This is an optimization exercise on Yosys and OpenROAD, whose aim is small area and a short achievable clock period, not a production implementation. Function was checked by simulation only, so behaviour that the tests miss may differ from the original. In runs 2 to 4 the design's own scripts or RTL, not TritonCTS, make the clock network. The clock input has no modelled driver; a real chip could not lean on it and would need a root buffer or a full tree. Power and IR drop assume default switching activity.

==> flow/design.v, too long to show whole: its modules and the start of the top module <==
// module core_settings_regs: 195 lines
// module stick_deadzone: 33 lines
// module color_correct: 52 lines
// module cc_rb: 448 lines
// module rtc_packer: 30 lines
// module core_top: 67 lines
module core_top #(
  parameter int reset_pulse_cycles = 1048576
) (
  input  logic                          clk_74a,
  input  logic                          pll_core_locked,
  input  logic [core_pkg::bridge_w-1:0] bridge_addr,
  input  logic                          bridge_wr,
  input  logic [core_pkg::bridge_w-1:0] bridge_wr_data,
  input  logic [31:0]                   cont1_joy,
  input  logic [core_pkg::bridge_w-1:0] rtc_date,
  input  logic [core_pkg::bridge_w-1:0] rtc_time,
  input  logic [core_pkg::rgb_w-1:0]    rgb_in,
  input  logic                          de_in,
  input  logic                          vs_in,
  input  logic [core_pkg::chan_w-1:0]   snap_index,
  output logic                          core_reset,
  output logic [core_pkg::chan_w-1:0]   stick_x,
  output logic [core_pkg::chan_w-1:0]   stick_y,
  output logic [23:0]                   video_rgb,
  output logic                          video_de,
  output logic [core_pkg::rtc_w-1:0]    rtc_word
);
  // ...
==> flow/flow/run.sh <==
#!/bin/bash
# The standard layout (standard.sh), with these changes to how it is made:
# - the ports get the smallest buffer (buf_1) instead of the delay buffer
#   buffer_ports picks by itself;
# - after global placement, the gate that makes core_reset gets its own
#   buffer on pll_core_locked (clone_reset_buf.tcl), apart from the reset tree;
# - timing repair aims for 10 ns of setup slack, well beyond the 18 ns
#   constraint, so that it shortens the critical paths;
# - clock tree synthesis uses clkbuf_8 and no dummy loads.
# The constraints (constraint.sdc) and everything else are the standard flow's.
set -eo pipefail
export BUFFER_PORTS_ARGS="-buffer_cell sky130_fd_sc_hd__buf_1"
export SETUP_SLACK_MARGIN=10.3
export CTS_ARGS="-sink_clustering_enable -repair_clock_nets -buf_list sky130_fd_sc_hd__clkbuf_8 -dont_use_dummy_load"
RES=$PWD/orfs/results/sky130hd/core_top/base
bash standard.sh $RES/3_3_place_gp.odb 2>&1 | tee standard_1.log
CLONE_ODB=$RES/3_3_place_gp.odb openroad -no_init -exit flow/clone_reset_buf.tcl 2>&1 | tee clone.log
bash standard.sh 2>&1 | tee standard_2.log
==> flow/flow/clone_reset_buf.tcl <==
# Give the core_reset gate its own input buffer on pll_core_locked, so that
# the combinational pll_core_locked -> core_reset path does not wait on the
# buffer that also drives the registers' reset tree.
set odb_file $::env(CLONE_ODB)
read_db $odb_file
set block [ord::get_db_block]
set db [ord::get_db]
set pnet [$block findNet pll_core_locked]
set inbuf ""
foreach it [$pnet getITerms] {
  if {[$it isInputSignal]} { set inbuf [$it getInst] }
}
if {$inbuf eq ""} { puts "clone: no input buffer found"; exit 0 }
set bnet [[$inbuf findITerm X] getNet]
# core_reset port -> output buffer -> gate
set onet [$block findNet core_reset]
set obuf ""
foreach it [$onet getITerms] { if {[$it isOutputSignal]} { set obuf [$it getInst] } }
set gnet [[$obuf findITerm A] getNet]
proc driver_inst {net} {
  foreach it [$net getITerms] { if {[$it isOutputSignal]} { return [$it getInst] } }
  return ""
}
# search the fan-in cone of core_reset (a few gates deep) for the input pin
# fed by the pll_core_locked input buffer, directly or through buffers
proc on_inbuf {net bnet} {
  for {set k 0} {$k < 4} {incr k} {
    if {[$net getName] eq [$bnet getName]} { return 1 }
    set d [driver_inst $net]
    if {$d eq "" || ![string match "*buf*" [[$d getMaster] getName]]} { return 0 }
    set net [[$d findITerm A] getNet]
  }
  return 0
}
set gpin ""
set frontier [list $gnet]
for {set lvl 0} {$lvl < 4 && $gpin eq ""} {incr lvl} {
  set next {}
  foreach net $frontier {
    set g [driver_inst $net]
    if {$g eq ""} { continue }
    foreach it [$g getITerms] {
      if {![$it isInputSignal] || [$it getNet] eq "NULL"} { continue }
      if {[on_inbuf [$it getNet] $bnet]} { set gpin $it; set gate $g; break }
      lappend next [$it getNet]
    }
    if {$gpin ne ""} { break }
  }
  set frontier $next
}
if {$gpin eq ""} { puts "clone: core_reset gate not on the input buffer net"; exit 0 }
puts "clone: input buffer [$inbuf getName], output buffer [$obuf getName], gate [$gate getName] pin [[$gpin getMTerm] getName]"
set m [$db findMaster sky130_fd_sc_hd__buf_1]
set ni [odb::dbInst_create $block $m "core_reset_pll_buf"]
set nn [odb::dbNet_create $block "core_reset_pll_net"]
[$ni findITerm A] connect $pnet
[$ni findITerm X] connect $nn
$gpin disconnect
$gpin connect $nn
foreach t [$ni getITerms] { set n [$t getMTerm]; if {[$n getSigType] eq "POWER"} { $t connect [$block findNet VDD] } ; if {[$n getSigType] eq "GROUND"} { $t connect [$block findNet VSS] } }
set loc [$gate getLocation]
$ni setLocation [lindex $loc 0] [lindex $loc 1]
$ni setPlacementStatus PLACED
write_db $odb_file
==> flow/standard.sh <==
#!/bin/bash
# synth_recipe.tcl (not shown) runs the flow's synth.tcl, then flattens the netlist and writes it again
# the make line also repeats each setting of config.mk as NAME=value (left out here)
make -C /OpenROAD-flow-scripts/flow DESIGN_CONFIG=/design/flow/config.mk WORK_HOME=/design/flow/orfs CLKGATE_MAP_FILE= SYNTH_SCRIPT=/design/flow/synth_recipe.tcl "${@:-finish}"
==> flow/config.mk <==
export PLATFORM = sky130hd
export DESIGN_NAME = core_top
export DESIGN_NICKNAME = core_top
export VERILOG_FILES = /design/flow/design.v
export SDC_FILE = /design/flow/constraint.sdc
export NUM_CORES = 4
export LEC_CHECK = 0
export CAP_MARGIN = 20
export CORE_MARGIN = 2
export CORE_UTILIZATION = 40
export SLEW_MARGIN = 20
==> flow/constraint.sdc <==
create_clock -name core_clock -period 18.0 [get_ports {clk_74a}]
set_input_delay 3.6000 -clock core_clock [delete_from_list [all_inputs] [get_ports {clk_74a}]]
set_output_delay 3.6000 -clock core_clock [all_outputs]
set_load 0.01 [all_outputs]
==> results by group, run 1 <==
Finish
  • Biggest regs: i_rtc.prev_time: 32 flops, i_color.video_rgb: 24 flops, i_settings.pulse_lfsr: 20 flops
  • Most common cell after layout, fill and taps aside: buf_1
  • # diodes: 0
  • ClkCell Share: 0.0202
  • Multi-input gate area: 6740 um^2
  • Leading cell category by total area: multi-input gates

Hold path
  • Worst hold path type: flop to flop

Timing
  • RSZ-0062 raised after global routing: false
  • Final setup vio count: 0

Routing
  • Max layer used: met4
  • Post-Route WL: 24.6 mm
  • Routed len/inst: 15.6 um
  • Initial DRC count: 441

Power and ir drop
  • Max VDD drop: 0.0352 mV
  • Comb group: 0.000163 W
  • Final Power: 0.000617 W

Critical path
  • CP endpoint kind: primary output
  • CP dominant cell by count: buf_1
  • Startpoint Class: input pin
  • Crit path DAT: 3.96 ns
  • R2R setup slack: 10.62 ns

Synth
  • Cell taking the most area after synthesis: dfrtp_1
  • Area share of xor/xnor cells in the synthesized design: 0.0603
  • Synth top area share: 0.262
  • Post-Syn Area per Cell: 9.55 um^2
  • YS warnings: 5
  • Top_reg_cell synth: dfrtp_1
  • Synth Area in Simple Gates: 0.150
  • Complex-gate fraction of the synthesized area: 0.100

Global routing
  • Busiest grt layer: met2
  • Vias in the first global route: 8035

Placement
  • Port bufs: 184

Clocking
  • Clock slew at reported path FFs: 0.07 ns
  • Hold_buf cts: 0

Outcome
  • Status: finished clean
==> run 2, diff against run 1 <==
==> flow/flow/run.sh (replaced) <==
#!/bin/bash
# The standard layout (standard.sh), with these changes to how it is made:
# - the ports get the smallest buffer (buf_1) instead of the delay buffer
#   buffer_ports picks by itself;
# - after global placement, the gate that makes core_reset gets its own
#   buffer on pll_core_locked (clone_reset_buf.tcl), apart from the reset tree;
# - after clock tree synthesis, its 17-buffer H-tree is replaced by a root
#   buffer and 8 leaf buffers over k-means groups of the registers
#   (post_cts.tcl, manual_cts.tcl);
# - timing repair aims for 10 ns of setup slack, well beyond the 18 ns
#   constraint, so that it shortens the critical paths.
# The constraints (constraint.sdc) and everything else are the standard flow's.
set -eo pipefail
export BUFFER_PORTS_ARGS="-buffer_cell sky130_fd_sc_hd__buf_1"
export SETUP_SLACK_MARGIN=10.0
export CTS_ARGS="-sink_clustering_enable -repair_clock_nets -buf_list sky130_fd_sc_hd__clkbuf_8 -dont_use_dummy_load"
export POST_CTS_TCL=$PWD/flow/post_cts.tcl
export MCTS_LEAVES=8
export MCTS_LEAF=sky130_fd_sc_hd__clkbuf_8
export MCTS_ROOT=sky130_fd_sc_hd__clkbuf_8
RES=$PWD/orfs/results/sky130hd/core_top/base
bash standard.sh $RES/3_3_place_gp.odb 2>&1 | tee standard_1.log
CLONE_ODB=$RES/3_3_place_gp.odb openroad -no_init -exit flow/clone_reset_buf.tcl 2>&1 | tee clone.log
bash standard.sh 2>&1 | tee standard_2.log
==> flow/flow/manual_cts.tcl (new file) <==
# Manual clock tree: the clock port drives one root buffer, which drives one
# leaf buffer per group of registers; the groups are formed by k-means on the
# register positions. Used instead of TritonCTS's H-tree, which for this small
# design builds 17 buffers.
proc manual_clock_tree {nleaf leaf_master root_master} {
  set block [ord::get_db_block]
  set db [ord::get_db]
  set clknet [$block findNet clk_74a]
  set sinks {}
  foreach it [$clknet getITerms] {
    if {[$it isInputSignal]} { lappend sinks $it }
  }
  set n [llength $sinks]
  # positions
  set xs {}; set ys {}
  foreach it $sinks {
    set b [[$it getInst] getBBox]
    lappend xs [expr {([$b xMin] + [$b xMax]) / 2.0}]
    lappend ys [expr {([$b yMin] + [$b yMax]) / 2.0}]
  }
  # k-means, initial centres spread along x then y
  set idx [lsort -integer -indices [lmap x $xs {expr {int($x)}}]]
  set cx {}; set cy {}
  for {set k 0} {$k < $nleaf} {incr k} {
    set i [lindex $idx [expr {int(($k + 0.5) * $n / $nleaf)}]]
    lappend cx [lindex $xs $i]; lappend cy [lindex $ys $i]
  }
  for {set iter 0} {$iter < 50} {incr iter} {
    set asg {}
    for {set i 0} {$i < $n} {incr i} {
      set best 0; set bd 1e30
      for {set k 0} {$k < $nleaf} {incr k} {
        set d [expr {abs([lindex $xs $i] - [lindex $cx $k]) + abs([lindex $ys $i] - [lindex $cy $k])}]
        if {$d < $bd} { set bd $d; set best $k }
      }
      lappend asg $best
    }
    set ncx {}; set ncy {}
    for {set k 0} {$k < $nleaf} {incr k} {
      set sx 0; set sy 0; set c 0
      for {set i 0} {$i < $n} {incr i} {
        if {[lindex $asg $i] == $k} { set sx [expr {$sx + [lindex $xs $i]}]; set sy [expr {$sy + [lindex $ys $i]}]; incr c }
      }
      if {$c > 0} { lappend ncx [expr {$sx / $c}]; lappend ncy [expr {$sy / $c}] } else { lappend ncx [lindex $cx $k]; lappend ncy [lindex $cy $k] }
    }
    set cx $ncx; set cy $ncy
  }
  set lm [$db findMaster $leaf_master]
  set rm [$db findMaster $root_master]
  set vdd [$block findNet VDD]; set vss [$block findNet VSS]
  proc pg {inst vdd vss} {
    foreach t [$inst getITerms] {
      set s [[$t getMTerm] getSigType]
      if {$s eq "POWER"} { $t connect $vdd }
      if {$s eq "GROUND"} { $t connect $vss }
    }
  }
  # root buffer at the centre of the leaves
  set rx 0; set ry 0
  foreach x $cx y $cy { set rx [expr {$rx + $x}]; set ry [expr {$ry + $y}] }
  set rx [expr {int($rx / $nleaf)}]; set ry [expr {int($ry / $nleaf)}]
  set root [odb::dbInst_create $block $rm "clkroot_buf"]
  set rnet [odb::dbNet_create $block "clkroot_net"]
  $rnet setSigType CLOCK
  [$root findITerm A] connect $clknet
  [$root findITerm X] connect $rnet
  pg $root $vdd $vss
  $root setLocation $rx $ry; $root setPlacementStatus PLACED
  for {set k 0} {$k < $nleaf} {incr k} {
    set lb [odb::dbInst_create $block $lm "clkleaf_buf_$k"]
    set lnet [odb::dbNet_create $block "clkleaf_net_$k"]
    $lnet setSigType CLOCK
    [$lb findITerm A] connect $rnet
    [$lb findITerm X] connect $lnet
    pg $lb $vdd $vss
    $lb setLocation [expr {int([lindex $cx $k])}] [expr {int([lindex $cy $k])}]
    $lb setPlacementStatus PLACED
    for {set i 0} {$i < $n} {incr i} {
      if {[lindex $asg $i] == $k} {
        set it [lindex $sinks $i]
        $it disconnect
        $it connect $lnet
      }
    }
  }
  puts "manual_clock_tree: $n sinks, $nleaf leaves"
}
==> flow/flow/post_cts.tcl (new file) <==
# POST_CTS hook: replace TritonCTS's clock tree (an H-tree of 17 buffers for
# this small design) with a two-level tree: the clock port drives one root
# buffer, which drives one leaf buffer per k-means group of registers.
source [file join [file dirname [info script]] manual_cts.tcl]
set block [ord::get_db_block]
set clknet [$block findNet clk_74a]
# registers' clock pins, wherever CTS connected them
set sinks {}
foreach inst [$block getInsts] {
  set ck [$inst findITerm CLK]
  if {$ck ne "NULL" && [$ck getNet] ne "NULL"} { lappend sinks $ck }
}
# remove the CTS buffers and their nets
set removed 0
foreach inst [$block getInsts] {
  set m [[$inst getMaster] getName]
  if {[string match "clkbuf_*" [$inst getName]] || [string match "clkload*" [$inst getName]]} {
    odb::dbInst_destroy $inst; incr removed
  }
}
foreach net [$block getNets] {
  if {[string match "clknet_*" [$net getName]]} { odb::dbNet_destroy $net }
}
foreach ck $sinks { if {[$ck getNet] ne "NULL"} { $ck disconnect }; $ck connect $clknet }
puts "post_cts: removed $removed CTS cells, [llength $sinks] sinks"
manual_clock_tree $::env(MCTS_LEAVES) $::env(MCTS_LEAF) $::env(MCTS_ROOT)
detailed_placement
check_placement -verbose
estimate_parasitics -placement
==> results by group, run 2 <==
Synth
  • Seq cells post-synth: 114
  • Seq/Total Area, Yosys: 0.269
  • YS warnings: 5 (unchanged)
  • Yosys cell types: 69
  • Top_reg_cell synth: dfrtp_1
  • Post-Syn Area per Cell: 9.55 um^2 (unchanged)
  • Fraction of registers with async set/reset: 1.00
  • EDFF count, synth: 0
  • Mapped Area: 10600 um^2
  • Largest cells by area after synthesis: dfrtp_1 26%, fa_1 20%, ha_1 11%
  • Most frequent cells after synthesis: 127 x inv_1, 120 x nand2_1, 111 x dfrtp_1, 106 x fa_1, 89 x ha_1
  • Cell taking the most area after synthesis: dfrtp_1
  • Most common cell in the netlist: inv_1
  • Post-synthesis cell count: 1110
  • Synth top area share: 0.262 (unchanged)

Die
  • Core area: 26100 um^2
  • Row cnt: 59
  • Die height: 167 um
  • # IOs: 304
  • Initial Util: 0.407
  • Die ar.: 27800 um^2
  • Die width: 167 um

Critical path
  • Setup Crit Path Kind: input pin to flop
  • Critical Path Max Stage Delay: 0.54 ns
  • CP max stage cell: fa_1
  • CP dominant cell by count: fa_1
  • Crit path cell chain: clkbuf_2 -> nand2_1 -> fa_1 -> fa_1 -> inv_1 -> fa_1 -> fa_1 -> ha_1 -> a21oi_1 -> o221ai_1 -> a21oi_1 -> o311ai_1 -> or2_1 -> o41a_1
  • Critical path required time: 18.26 ns
  • Crit path DAT: 7.97 ns (+4.01 ns)
  • CP endpoint kind: flop
  • Startpoint Class: input pin
  • Critical path fanouts, max: 12

Global routing
  • Met1 GRT Util: 0.244
  • Initial antenna violation count: 0
  • Busiest grt layer: met2
  • First-pass GRT wire length: 40.3 mm
  • Met2 usage: 0.298
  • Met3 Use GR: 0.0231
  • GRT Resource Usage Total: 0.174
  • Maximum number of pins on one net before global-route repair: 63
  • Vias in the first global route: 7936 (-1.2%)
  • GRT overflow: 0

Routing
  • Initial DRC count: 468 (+6.1%)
  • DR DRC count: 0
  • Vias per cell: 4.98
  • Routed len/inst: 15.6 um (about the same)
  • Post-Route WL: 24.3 mm (-1.2%)
  • Vias post-DR: 7763
  • Post-route antenna net violation count: 0
  • Drt first pass iters: 4

Timing
  • RSZ-0062 raised after global routing: false
  • Final setup vio count: 0 (unchanged)
  • Setup TNS: 0 ns
  • Final Hold Vio Count: 0
  • Worst Max-Slew Pin Slew: 1.07 ns
  • Final period utilization: 0.429
  • Fin. max-slew vios: 0
  • Slew headroom: 0.284
  • Max Clk Rate: 130 MHz
  • Clock Skews: 0.0277 ns
  • Worst hold slack: 0.469 ns
  • Fin crit period: 7.71 ns

Power and ir drop
  • Net Sw Frac: 0.330
  • Switch Pwr: 0.000187 W
  • Comb power frac: 0.287
  • Pleak: 5.10 nW
  • Final Power: 0.000565 W (-8.5%)
  • Clock share of power: 0.217
  • Sequential share of power: 0.496
  • Power per cell area: 49.8 nW/um^2
  • Pint: 0.000378 W
  • Max VDD drop: 0.0530 mV (+51%)

Finish
  • # diodes: 0 (unchanged)
  • Share of cells above drive strength 1: 0.0425
  • Fill count: 2586
  • Fin area: 11300 um^2
  • Max FFs per register: 32
  • Biggest regs: i_rtc.prev_time: 32 flops, i_color.video_rgb: 24 flops, i_settings.pulse_lfsr: 20 flops
  • Area Growth Syn to Fin: 6.95%
  • Register area: 2860 um^2
  • Multi-input gate area: 6720 um^2 (-0.32%)
  • Most flops, register: i_rtc.prev_time
  • Final std cells w/o fill: 1559
  • Most common cell after layout, fill and taps aside: buf_1
  • Commonest non-fill, non-tap cells in the layout: 177 x buf_1, 127 x inv_1, 120 x nand2_1, 107 x dfrtp_1, 106 x fa_1
  • Nets: 1618

Run
  • Max-Cap Viols: 0

Hold path
  • Worst hold path type: flop to flop

Clocking
  • Clock slew at reported path FFs: 0.09 ns (+0.02 ns)
  • Worst skew pair latency: 0.40 ns
  • CTS Sinks: 114

Placement
  • Post-DP HPWL: 19.7 mm
  • Port bufs: 184 (unchanged)
  • Placed Area: 11200 um^2
  • Inst Count DP: 1550
  • Routability cong.: 0.809

Outcome
  • Status: finished clean
[run 2: cell counts after synthesis]
No cell type changed its count.
[run 2: power by group through the flow]
stage	sequential [W]	combinational [W]	clock (W)
after floorplan	0.000290	0.000110	0
after global placement	0.000285	0.000159	0
after detailed placement	0.000285	0.000162	0
after global routing	0.000282	0.000187	0.000138
final	0.000280	0.000162	0.000123
[run 2: worst paths after layout]
kind                                               startpoint                                  to  slack (ns)  cells past startpoint
max                                                 rgb_in[4]    i_color.video_rgb[5]$_DFFE_PN0P_       10.29                     14
min                               i_rtc.rtc_changed$_DFF_PN0_         i_rtc.rtc_changed$_DFF_PN0_        0.47                      1
max reg2reg                i_settings.strength[0]$_DFFE_PN0P_   i_color.video_rgb[23]$_DFFE_PN0P_       10.35                     23
min reg2reg                       i_rtc.rtc_changed$_DFF_PN0_         i_rtc.rtc_changed$_DFF_PN0_        0.47                      1
max in group asynchronous                     pll_core_locked  i_settings.strength[0]$_DFFE_PN0P_       13.41                      2
min in group asynchronous                     pll_core_locked       i_rtc.prev_time[27]$_DFF_PN0_        3.33                      1
[run 2: cell families after synthesis]
| logic type | synth area share |
|---|---|
| AO/OA/AOI/OAI | 0.100 |
| XOR/XNOR | 0.0603 |
| adder cells (fa/ha/maj) | 0.306 |
| buffers and inverters | 0.105 |
| flip-flops | 0.269 |
| multiplexers | 0.00826 |
| other | 0.000708 |
| AND/OR/NAND/NOR | 0.150 |
[run 2: worst max-delay path: cells and delay by family]
family	cells	cell delay (ns)
buffers and inverters	2	0.32
AOI/OAI and AO/OA	5	1.33
adders and majority gates	5	2.31
and+or+nand+nor	2	0.40
[run 2: metrics by stage]
step           setup WS, ns  utilization
6_report              10.29        0.435
5_1_grt               10.03        0.435
3_5_place_dp           9.22        0.429
3_3_place_gp           9.32        0.429
2_1_floorplan         10.34            -
[run 2: final cells by class]
cell class	count	area share
multi-input cells	783	0.592
flip-flops and latches	114	0.253
well taps	335	0.0370
plain buffers	10	0.0113
inverters	130	0.0430
repair buffers	187	0.0640
[run 2: layer usage]
layer | vias up | share of wire | wire, um
met5 | - | 0 | 0
met4 | 0 | 0.0080 | 194
met3 | 18 | 0.047 | 1150
met2 | 169 | 0.48 | 11800
met1 | 3780 | 0.46 | 11200
li1 | 3796 | - | -
==> run 3, diff against run 2 <==
--- a/flow/flow/run.sh
+++ b/flow/flow/run.sh
@@ -7,12 +7,12 @@
 # - after clock tree synthesis, its 17-buffer H-tree is replaced by a root
 #   buffer and 8 leaf buffers over k-means groups of the registers
 #   (post_cts.tcl, manual_cts.tcl);
-# - timing repair aims for 10 ns of setup slack, well beyond the 18 ns
+# - timing repair aims for 10.3 ns of setup slack, well beyond the 18 ns
 #   constraint, so that it shortens the critical paths.
 # The constraints (constraint.sdc) and everything else are the standard flow's.
 set -eo pipefail
 export BUFFER_PORTS_ARGS="-buffer_cell sky130_fd_sc_hd__buf_1"
-export SETUP_SLACK_MARGIN=10.0
+export SETUP_SLACK_MARGIN=10.3
 export CTS_ARGS="-sink_clustering_enable -repair_clock_nets -buf_list sky130_fd_sc_hd__clkbuf_8 -dont_use_dummy_load"
 export POST_CTS_TCL=$PWD/flow/post_cts.tcl
 export MCTS_LEAVES=8
==> results by group, run 3 <==
Critical path
  • Startpoint Class: input pin
  • Critical path required time: 14.40 ns (-3.86 ns)
  • CP endpoint kind: primary output
  • FF-to-FF Start: i_settings.strength[1]$_DFFE_PN0P_
  • R2R setup slack: 10.60 ns (+0.25 ns)
  • CP delay by family, top: buffers and inverters
  • Worst Reg-to-Reg Cells: 23 (unchanged)
  • Crit path cell chain: buf_1 -> buf_1
  • Crit path DAT: 3.96 ns (-4.01 ns)
  • Crit path depth: 2 (-12)
  • CP dominant cell by count: buf_1
  • Setup Crit Path Kind: input pin to primary output
  • Buf+Inv Stages, Crit Path: 2 (unchanged)
  • R2R Path End: i_color.video_rgb[19]$_DFFE_PN0P_
  • CP max stage cell: buf_1
  • Critical Path Max Stage Delay: 0.18 ns (-0.36 ns)
  • Critical path fanouts, max: 3 (-9)

Global routing
  • Vias in the first global route: 7939 (+0.038%)
  • GRT Resource Usage Total: 0.174 (unchanged)
  • Busiest grt layer: met2
  • Maximum number of pins on one net before global-route repair: 63 (unchanged)
  • GRT overflow: 0 (unchanged)
  • Initial antenna violation count: 0 (unchanged)
  • First-pass GRT wire length: 40.3 mm (about the same)
  • Met3 Use GR: 0.0231 (unchanged)
  • Met2 usage: 0.298 (unchanged)
  • Met1 GRT Util: 0.244 (unchanged)

Placement
  • Inst Count DP: 1550 (unchanged)
  • Routability cong.: 0.809 (unchanged)
  • Port bufs: 184 (unchanged)
  • Placed Area: 11200 um^2 (unchanged)
  • Post-DP HPWL: 19.7 mm (unchanged)

Die
  • Core area: 26100 um^2 (unchanged)
  • # IOs: 304 (unchanged)
  • Die width: 167 um (unchanged)
  • Die height: 167 um (unchanged)
  • Row cnt: 59 (unchanged)
  • Die ar.: 27800 um^2 (unchanged)
  • Initial Util: 0.407 (unchanged)

Routing
  • Post-route antenna net violation count: 0 (unchanged)
  • Vias post-DR: 7770 (+0.090%)
  • Post-Route WL: 24.4 mm (+0.47%)
  • Drt first pass iters: 4 (unchanged)
  • DR DRC count: 0 (unchanged)
  • Vias per cell: 4.94 (-0.80%)
  • Routed len/inst: 15.5 um (-0.43%)
  • Initial DRC count: 475 (+1.5%)

Synth
  • Fraction of registers with async set/reset: 1.00 (unchanged)
  • Synth top area share: 0.262 (unchanged)
  • YS warnings: 5 (unchanged)
  • Largest cells by area after synthesis: dfrtp_1 26%, fa_1 20%, ha_1 11%
  • Post-synthesis cell count: 1110 (unchanged)
  • Yosys cell types: 69 (unchanged)
  • Most frequent cells after synthesis: 127 x inv_1, 120 x nand2_1, 111 x dfrtp_1, 106 x fa_1, 89 x ha_1
  • Post-Syn Area per Cell: 9.55 um^2 (unchanged)
  • Seq cells post-synth: 114 (unchanged)
  • EDFF count, synth: 0 (unchanged)
  • Cell taking the most area after synthesis: dfrtp_1
  • Mapped Area: 10600 um^2 (unchanged)
  • Seq/Total Area, Yosys: 0.269 (unchanged)
  • Most common cell in the netlist: inv_1
  • Top_reg_cell synth: dfrtp_1

Clocking
  • CTS Sinks: 114 (unchanged)
  • Clock slew at reported path FFs: 0.09 ns (about the same)
  • Worst skew pair latency: 0.40 ns (about the same)

Finish
  • Final std cells w/o fill: 1573 (+0.90%)
  • Max FFs per register: 32 (unchanged)
  • Biggest regs: i_rtc.prev_time: 32 flops, i_color.video_rgb: 24 flops, i_settings.pulse_lfsr: 20 flops
  • Commonest non-fill, non-tap cells in the layout: 171 x buf_1, 126 x inv_1, 120 x nand2_1, 107 x dfrtp_1, 104 x fa_1
  • Most flops, register: i_rtc.prev_time
  • Area Growth Syn to Fin: 8.40%
  • Nets: 1632 (+0.87%)
  • Fill count: 2577 (-0.35%)
  • # diodes: 0 (unchanged)
  • Share of cells above drive strength 1: 0.0654 (+0.0229)
  • Most common cell after layout, fill and taps aside: buf_1
  • Fin area: 11500 um^2 (+1.4%)

Power and ir drop
  • Pleak: 5.19 nW (+1.9%)
  • Final Power: 0.000567 W (+0.26%)
  • Power per cell area: 49.3 nW/um^2 (-1.1%)
  • Max VDD drop: 0.0531 mV (about the same)

Timing
  • Fin crit period: 7.56 ns (-0.154 ns)
  • Worst hold slack: 0.469 ns (+0.0000180 ns)
  • Fin. max-slew vios: 0 (unchanged)
  • Final period utilization: 0.420 (-0.00856)
  • Slew headroom: 0.283 (-0.00143)
  • Worst Max-Slew Pin Slew: 1.07 ns (+0.00213 ns)
  • Setup TNS: 0 ns (unchanged)
  • Final setup vio count: 0 (unchanged)
  • Final Hold Vio Count: 0 (unchanged)
  • Max Clk Rate: 132 MHz (+2.0%)
  • RSZ-0062 raised after global routing: false
  • Clock Skews: 0.0276 ns (-0.000161 ns)

Hold path
  • Worst hold path type: flop to flop
  • Hold path endpoint: i_rtc.rtc_changed$_DFF_PN0_
  • Hold_sp: i_rtc.rtc_changed$_DFF_PN0_
  • Hold path cells: 1 (unchanged)

Run
  • Max-Cap Viols: 0 (unchanged)

Outcome
  • Status: finished clean
run 3: cell counts after synthesis:
No cell type changed its count.
run 3: layout make-up:
| class | instances | area (um^2) | area share |
|---|---|---|---|
| multi-input combinational | 783 | 6750 | 0.587 |
| sequential | 114 | 2860 | 0.249 |
| timing repair buffer | 201 | 843 | 0.0734 |
| tap | 335 | 419 | 0.0365 |
| inverter | 130 | 492 | 0.0428 |
| buffer | 10 | 128 | 0.0111 |
run 3: how the worst max path moves through the flow:
stage | from | endpoint
finish | rtc_time[13] | rtc_word[13]
global route | i_settings.strength[1]$_DFFE_PN0P_ | i_color.video_rgb[19]$_DFFE_PN0P_
detailed placement | rgb_in[20] | i_color.video_rgb[22]$_DFFE_PN0P_
global placement | rgb_in[20] | i_color.video_rgb[22]$_DFFE_PN0P_
floorplan | rgb_in[5] | i_color.video_rgb[5]$_DFFE_PN0P_
run 3: metrics by stage:
step / util / setup slack (ns)
final: 0.441 / 10.44
after global routing: 0.441 / 10.31
after detailed placement: 0.429 / 9.22
after global placement: 0.429 / 9.32
after floorplan: - / 10.34
run 3: cells by family (layout without fill, tap and decap cells):
family                     Yosys count  after routing  synth area share
adders and majority gates          196            196             0.306
and+or+nand+nor                    320            320             0.150
muxes                                8              8           0.00826
buffers and inverters              227            341             0.105
AOI/OAI and AO/OA                  170            170             0.100
xor gates and xnor gates            73             73            0.0603
DFF                                114            114             0.269
other                                2             16          0.000708
run 3: power by group:
part           switching (W)  total, W  leakage (nW)  internal, W
clock              0.0000776  0.000123        0.0647    0.0000451
combinational       0.000102  0.000164          3.69    0.0000618
sequential        0.00000771  0.000280          1.43     0.000272
total               0.000187  0.000567          5.19     0.000379
run 3: per-layer routing:
layer | vias to the layer above | share of wire
li1 | 3816 | -
met1 | 3785 | 0.46
met2 | 151 | 0.49
met3 | 18 | 0.048
met4 | 0 | 0.0079
met5 | - | 0
==> run 4, diff against run 3 <==
--- a/flow/flow/run.sh
+++ b/flow/flow/run.sh
@@ -2,6 +2,9 @@
 # The standard layout (standard.sh), with these changes to how it is made:
 # - the ports get the smallest buffer (buf_1) instead of the delay buffer
 #   buffer_ports picks by itself;
+# - after synthesis, polar.py removes inverters between adder cells by
+#   flipping full adders (a full adder is self-dual), without touching the
+#   registers or changing the logic function;
 # - after global placement, the gate that makes core_reset gets its own
 #   buffer on pll_core_locked (clone_reset_buf.tcl), apart from the reset tree;
 # - after clock tree synthesis, its 17-buffer H-tree is replaced by a root
@@ -19,6 +22,8 @@
 export MCTS_LEAF=sky130_fd_sc_hd__clkbuf_8
 export MCTS_ROOT=sky130_fd_sc_hd__clkbuf_8
 RES=$PWD/orfs/results/sky130hd/core_top/base
+bash standard.sh $RES/1_2_yosys.v 2>&1 | tee standard_0.log
+python3 flow/polar.py $RES/1_2_yosys.v $RES/1_2_yosys.v 2>&1 | tee polar.log
 bash standard.sh $RES/3_3_place_gp.odb 2>&1 | tee standard_1.log
 CLONE_ODB=$RES/3_3_place_gp.odb openroad -no_init -exit flow/clone_reset_buf.tcl 2>&1 | tee clone.log
 bash standard.sh 2>&1 | tee standard_2.log
==> flow/flow/polar.py (new file) <==
#!/usr/bin/env python3
"""Inverter cleanup on a mapped sky130 netlist from yosys.

A full adder is self-dual: FA(~a, ~b, ~c) = (~sum, ~cout). Yosys's extract_fa
leaves inverters between adder cells when neighbouring adders were extracted
in opposite polarity. This pass flips full adders where that removes
inverters, and removes inverter pairs. The logic function is unchanged.
usage: polar.py in.v out.v
"""
import re, sys, collections

INV = "sky130_fd_sc_hd__inv_1"
FA_RE = re.compile(r"sky130_fd_sc_hd__fa_\d+$")

def parse(text):
    # split module into header, cell instances, trailer
    m = re.search(r"(module\s.*?;)(.*)(endmodule)", text, re.S)
    head, body, tail = text[:m.end(1)], m.group(2), text[m.start(3):]
    items = []   # list of ("raw", str) or ("cell", typ, name, [(pin, net)])
    pos = 0
    cell_re = re.compile(r"\s*(sky130_fd_sc_hd__\w+)\s+(\S+)\s*\((.*?)\);", re.S)
    for stmt in re.finditer(r"[^;]*;", body, re.S):
        s = stmt.group(0)
        cm = cell_re.fullmatch(s)
        if cm:
            pins = [(p, n.strip()) for p, n in re.findall(r"\.(\w+)\(([^()]*)\)", cm.group(3))]
            items.append(["cell", cm.group(1), cm.group(2), pins])
        else:
            items.append(["raw", s])
        pos = stmt.end()
    rest = body[pos:]
    return head, items, rest, tail

OUTPINS = {"X", "Y", "Q", "Q_N", "SUM", "COUT", "HI", "LO"}

def run(text):
    head, items, rest, tail = parse(text)
    cells = [it for it in items if it[0] == "cell"]
    newwires = []
    cnt = [0]
    def fresh():
        cnt[0] += 1
        w = f"_polar{cnt[0]}_"
        newwires.append(w)
        return w
    def build():
        drv, loads = {}, collections.defaultdict(list)
        for c in cells:
            if c[0] != "cell": continue
            for i, (p, n) in enumerate(c[3]):
                if p in OUTPINS: drv[n] = (c, p)
                else: loads[n].append((c, i))
        return drv, loads
    protected = set()  # nets that are ports: never remove their drivers' identity
    ports = set(re.findall(r"(?:input|output)\s+(?:\[[^\]]*\]\s*)?([^;\s]+)", head + "".join(x[1] for x in items if x[0] == "raw")))
    changed = True
    rounds = 0
    while changed and rounds < 50:
        changed = False; rounds += 1
        drv, loads = build()
        # 1) inverter pairs: inv(inv(x)) -> x for loads that are not ports
        for c in cells:
            if c[0] != "cell" or c[1] != INV: continue
            a = dict(c[3])["A"]; y = dict(c[3])["Y"]
            d = drv.get(a)
            if d and d[0][1] == INV and y not in ports:
                x = dict(d[0][3])["A"]
                for (lc, i) in loads[y]:
                    lc[3][i] = (lc[3][i][0], x)
                c[0] = "dead"; changed = True
        if changed: 
            cells[:] = [c for c in cells if c[0] == "cell"]
            # drop inverters with no loads
            drv, loads = build()
            for c in cells:
                if c[1] == INV and dict(c[3])["Y"] not in ports and not loads[dict(c[3])["Y"]]:
                    c[0] = "dead"
            cells[:] = [c for c in cells if c[0] == "cell"]
            continue
        # 2) flip a full adder when that saves inverters
        best = None
        for c in cells:
            if not FA_RE.match(c[1]): continue
            pins = dict(c[3])
            ins = [pins["A"], pins["B"], pins["CIN"]]
            outs = [pins["SUM"], pins["COUT"]]
            cost = 0
            for n in ins:
                d = drv.get(n)
                if d and d[0][1] == INV and len(loads[n]) == 1 and n not in ports:
                    cost -= 1          # its inverter goes away
                else:
                    cost += 1          # needs a new inverter
            for n in outs:
                ls = loads[n]
                if n in ports or not ls: cost += 1; continue
                if all(lc[1] == INV for lc, _ in ls):
                    cost -= len(ls)    # each load inverter goes away
                    cost += 0
                else:
                    cost += 1          # new inverter on the output
            if cost < 0 and (best is None or cost < best[0]):
                best = (cost, c)
        if best:
            cost, c = best
            pins = dict(c[3])
            newpins = []
            for p, n in c[3]:
                if p in ("A", "B", "CIN"):
                    d = drv.get(n)
                    if d and d[0][1] == INV and len(loads[n]) == 1 and n not in ports:
                        newpins.append((p, dict(d[0][3])["A"])); d[0][0] = "dead"
                    else:
                        w = fresh(); cells.append(["cell", INV, f"_polar_i{cnt[0]}_", [("A", n), ("Y", w)]])
                        newpins.append((p, w))
                elif p in ("SUM", "COUT"):
                    ls = loads[n]
                    w = fresh()
                    if n not in ports and ls and all(lc[1] == INV for lc, _ in ls):
                        # every load is an inverter: they now see the true value
                        for lc, i in ls:
                            y = dict(lc[3])["Y"]
                            for (llc, j) in loads[y]:
                                llc[3][j] = (llc[3][j][0], w)
                            if y in ports:
                                lc[3] = [("A", w), ("Y", y)]; lc[1] = "sky130_fd_sc_hd__buf_1"
                            else:
                                lc[0] = "dead"
                    else:
                        cells.append(["cell", INV, f"_polar_o{cnt[0]}_", [("A", w), ("Y", n)]])
                    newpins.append((p, w))
                else:
                    newpins.append((p, n))
            c[3] = newpins
            cells[:] = [x for x in cells if x[0] == "cell"]
            changed = True
    # re-emit
    out = [head]
    wires = "".join(f"\n  wire {w};" for w in newwires)
    out.append(wires)
    for it in items:
        if it[0] == "raw": out.append(it[1])
    for c in cells:
        pins = ",\n".join(f"    .{p}({n}{' ' if n.startswith(chr(92)) else ''})" for p, n in c[3])
        out.append(f"\n  {c[1]} {c[2]} (\n{pins}\n  );")
    out.append(rest); out.append("\n" + tail)
    return "".join(out)

if __name__ == "__main__":
    text = open(sys.argv[1]).read()
    res = run(text)
    open(sys.argv[2], "w").write(res)
    b = len(re.findall(INV + r"\s", text)); a = len(re.findall(INV + r"\s", res))
    print(f"polar: inverters {b} -> {a}", file=sys.stderr)
==> results by group, run 4 <==
Outcome
  • Status: finished clean

Critical path
  • Crit path DAT: 3.97 ns (about the same)
  • Worst setup path startpoint: rtc_time[6]
  • Buf+Inv Stages, Crit Path: 2 (unchanged)
  • CP max stage cell: buf_1
  • R2R Path End: i_color.video_rgb[23]$_DFFE_PN0P_
  • Crit path cell chain: buf_1 -> buf_1
  • CP dominant cell by count: buf_1
  • Critical path fanouts, max: 3 (unchanged)
  • Setup crit end: rtc_word[6]
  • Critical Path Max Stage Delay: 0.19 ns (about the same)
  • Worst Reg-to-Reg Cells: 22 (-4.3%)
  • Critical path required time: 14.40 ns (about the same)
  • CP endpoint kind: primary output
  • Crit path depth: 2 (unchanged)
  • FF-to-FF Start: i_settings.strength[1]$_DFFE_PN0P_
  • R2R setup slack: 10.67 ns (+0.07 ns)
  • Setup Crit Path Kind: input pin to primary output
  • CP delay by family, top: buffers and inverters
  • Startpoint Class: input pin

Power and ir drop
  • Clock share of power: 0.215 (-0.002)
  • Comb power frac: 0.290 (about the same)
  • Sequential share of power: 0.495 (about the same)
  • Pint: 0.000380 W (+0.24%)
  • Max VDD drop: 0.0575 mV (+8.3%)
  • Net Sw Frac: 0.328 (-0.00270)
  • Final Power: 0.000566 W (-0.16%)
  • Pleak: 4.96 nW (-4.4%)
  • Switch Pwr: 0.000186 W (-0.97%)
  • Power per cell area: 49.5 nW/um^2 (+0.51%)

Timing
  • Setup TNS: 0 ns (unchanged)
  • RSZ-0062 raised after global routing: false
  • Max Clk Rate: 132 MHz (-0.19%)
  • Fin. max-slew vios: 0 (unchanged)
  • Clock Skews: 0.0415 ns (+0.0139 ns)
  • Final setup vio count: 0 (unchanged)
  • Worst Max-Slew Pin Slew: 1.05 ns (-0.0181 ns)
  • Final Hold Vio Count: 0 (unchanged)
  • Final period utilization: 0.421 (+0.000817)
  • Fin crit period: 7.57 ns (+0.0147 ns)
  • Slew headroom: 0.297 (+0.0138)

Hold path
  • Worst hold path type: flop to flop

Finish
  • Biggest regs: i_rtc.prev_time: 32 flops, i_color.video_rgb: 24 flops, i_settings.pulse_lfsr: 20 flops
  • Share of cells above drive strength 1: 0.0676 (+0.00217)
  • Fin area: 11400 um^2 (-0.66%)
  • Final core utilization: 0.441 (about the same)
  • Max FFs per register: 32 (unchanged)
  • Nets: 1607 (-1.5%)
  • Final std cells w/o fill: 1548 (-1.6%)
  • Area Growth Syn to Fin: 8.76%
  • Most common cell after layout, fill and taps aside: buf_1
  • Commonest non-fill, non-tap cells in the layout: 174 x buf_1, 120 x nand2_1, 107 x dfrtp_1, 105 x fa_1, 98 x inv_1
  • # diodes: 0 (unchanged)
  • Most flops, register: i_rtc.prev_time

Die
  • Die height: 166 um (-0.49%)
  • Core area: 25900 um^2 (-0.57%)
  • Initial Util: 0.405 (-0.00174)
  • # IOs: 304 (unchanged)
  • Die width: 166 um (-0.49%)
  • Die ar.: 27600 um^2 (-0.97%)
  • Row cnt: 59 (unchanged)

Routing
  • Post-Route WL: 23.6 mm (-3.4%)
  • DR DRC count: 0 (unchanged)
  • Routed len/inst: 15.2 um (-1.9%)
  • Initial DRC count: 392 (-17%)
  • Vias post-DR: 7750 (-0.26%)
  • Vias per cell: 5.01 (+1.4%)
  • Post-route antenna net violation count: 0 (unchanged)
  • Drt first pass iters: 4 (unchanged)

Synth
  • Post-synthesis cell count: 1082 (-2.5%)
  • YS warnings: 5 (unchanged)
  • Mapped Area: 10500 um^2 (-0.99%)
  • Post-Syn Area per Cell: 9.70 um^2 (+1.6%)

Placement
  • Post-DP HPWL: 18.9 mm (-4.1%)
  • Port bufs: 184 (unchanged)
  • Placed Area: 11100 um^2 (-0.94%)
  • Routability cong.: 0.838 (+3.6%)
  • Inst Count DP: 1522 (-1.8%)

Clocking
  • CTS Sinks: 114 (unchanged)
  • Clock slew at reported path FFs: 0.11 ns (+0.02 ns)
  • Worst skew pair latency: 0.39 ns (about the same)

Global routing
  • GRT Resource Usage Total: 0.173 (-0.00127)
  • Vias in the first global route: 7887 (-0.65%)
  • First-pass GRT wire length: 40.0 mm (-0.89%)
  • GRT overflow: 0 (unchanged)
  • Maximum number of pins on one net before global-route repair: 81 (+29%)
  • Met1 GRT Util: 0.254 (+0.00961)
  • Met3 Use GR: 0.0186 (-0.00446)
  • Met2 usage: 0.284 (-0.0139)
  • Initial antenna violation count: 0 (unchanged)
  • Busiest grt layer: met2

Run
  • Max-Cap Viols: 0 (unchanged)
## run 4: worst min-delay path by stage
| stage | cells after the start | slack (ns) | end | start |
|---|---|---|---|---|
| after floorplan | 1 | 0.45 | i_rtc.rtc_changed$_DFF_PN0_ | i_rtc.rtc_changed$_DFF_PN0_ |
| after global placement | 1 | 0.46 | i_rtc.rtc_changed$_DFF_PN0_ | i_rtc.rtc_changed$_DFF_PN0_ |
| after detailed placement | 2 | 0.47 | i_color.video_rgb[17]$_DFFE_PN0P_ | i_color.video_rgb[17]$_DFFE_PN0P_ |
| after global routing | 1 | 0.48 | i_settings.pulse_lfsr[7]$_DFF_PN0_ | i_settings.pulse_lfsr[6]$_DFF_PN0_ |
| final | 1 | 0.47 | i_settings.pulse_lfsr[7]$_DFF_PN0_ | i_settings.pulse_lfsr[6]$_DFF_PN0_ |
## run 4: layout make-up
| cell class | count | area [um^2] |
|---|---|---|
| repair buffers | 204 | 863 |
| fillers | 2511 | 14500 |
| well taps | 335 | 419 |
| inverters | 102 | 387 |
| plain buffers | 10 | 128 |
| flip-flops and latches | 114 | 2860 |
| multi-input cells | 783 | 6760 |
## run 4: metal layers
metal / vias up / routed length (um)
met1: 3799 / 11300
met3: 22 / 929
met5: - / 0
met4: 0 / 226
li1: 3763 / -
met2: 166 / 11200
## run 4: power groups by stage
stage	sequential, W	combinational (W)	clock (W)
detailed placement	0.000285	0.000161	0
global route	0.000282	0.000188	0.000140
global placement	0.000285	0.000158	0
finish	0.000280	0.000164	0.000122
floorplan	0.000290	0.000110	0
## run 4: through the flow
| step | hold slack, ns | setup slack [ns] |
|---|---|---|
| global route | 0.478 | 10.30 |
| global placement | 0.458 | 9.26 |
| finish | 0.475 | 10.43 |
| floorplan | 0.448 | 10.32 |
| detailed placement | 0.469 | 9.13 |
## run 4: worst register-to-register path, cell delays in order, from the launching register on
cell and delay, ns:
dfrtp_2 0.49, ha_2 0.24, nor2_1 0.07, o21a_1 0.19, fa_2 0.40, fa_1 0.63
inv_1 0.12, fa_1 0.46, fa_1 0.43, fa_1 0.43, fa_1 0.51, nand2_1 0.07
fa_1 0.51, fa_1 0.41, fa_1 0.57, fa_1 0.43, ha_1 0.35, a21o_1 0.18
a211oi_2 0.14, buf_4 0.17, o211ai_1 0.11, xor2_1 0.17, a21oi_1 0.17

==> port drivers added, routing unchanged <==
In the flow no input, the clock included, has a driving cell. The finished layouts below were timed again as built, in two steps. Step 1 (the two cells are an assumption about what drives the block):
set clk [get_ports {clk_74a}]
set_driving_cell -lib_cell sky130_fd_sc_hd__clkbuf_16 $clk
set_driving_cell -lib_cell sky130_fd_sc_hd__buf_2 [delete_from_list [all_inputs] $clk]
Step 2, shift: input delay + t, output delay - t, t = (earliest + latest rising clock arrival at the registers) / 2. This alone moves slack from input paths to output paths. a / b / c = ideal ports / drivers / drivers and shift; a / b = the first two.
run	shift t [ns]	setup WS [ns]	hold slack, ns	worst slew at a driven data input, ns
run 1	0.448	10.445 / 10.419 / 10.056	0.466 / 0.466 / 0.466	0.07
run 2	0.422	10.286 / 10.294 / 9.872	0.469 / 0.469 / 0.469	0.07
run 3	0.422	10.441 / 10.415 / 10.126	0.469 / 0.469 / 0.469	0.08
run 4	0.403	10.426 / 10.404 / 10.089	0.475 / 0.475 / 0.475	0.07
After both steps every run listed still meets setup and hold. For run 2, which loses most, drivers alone change the setup slack by +0.008 ns; drivers and shift together by -0.414 ns.
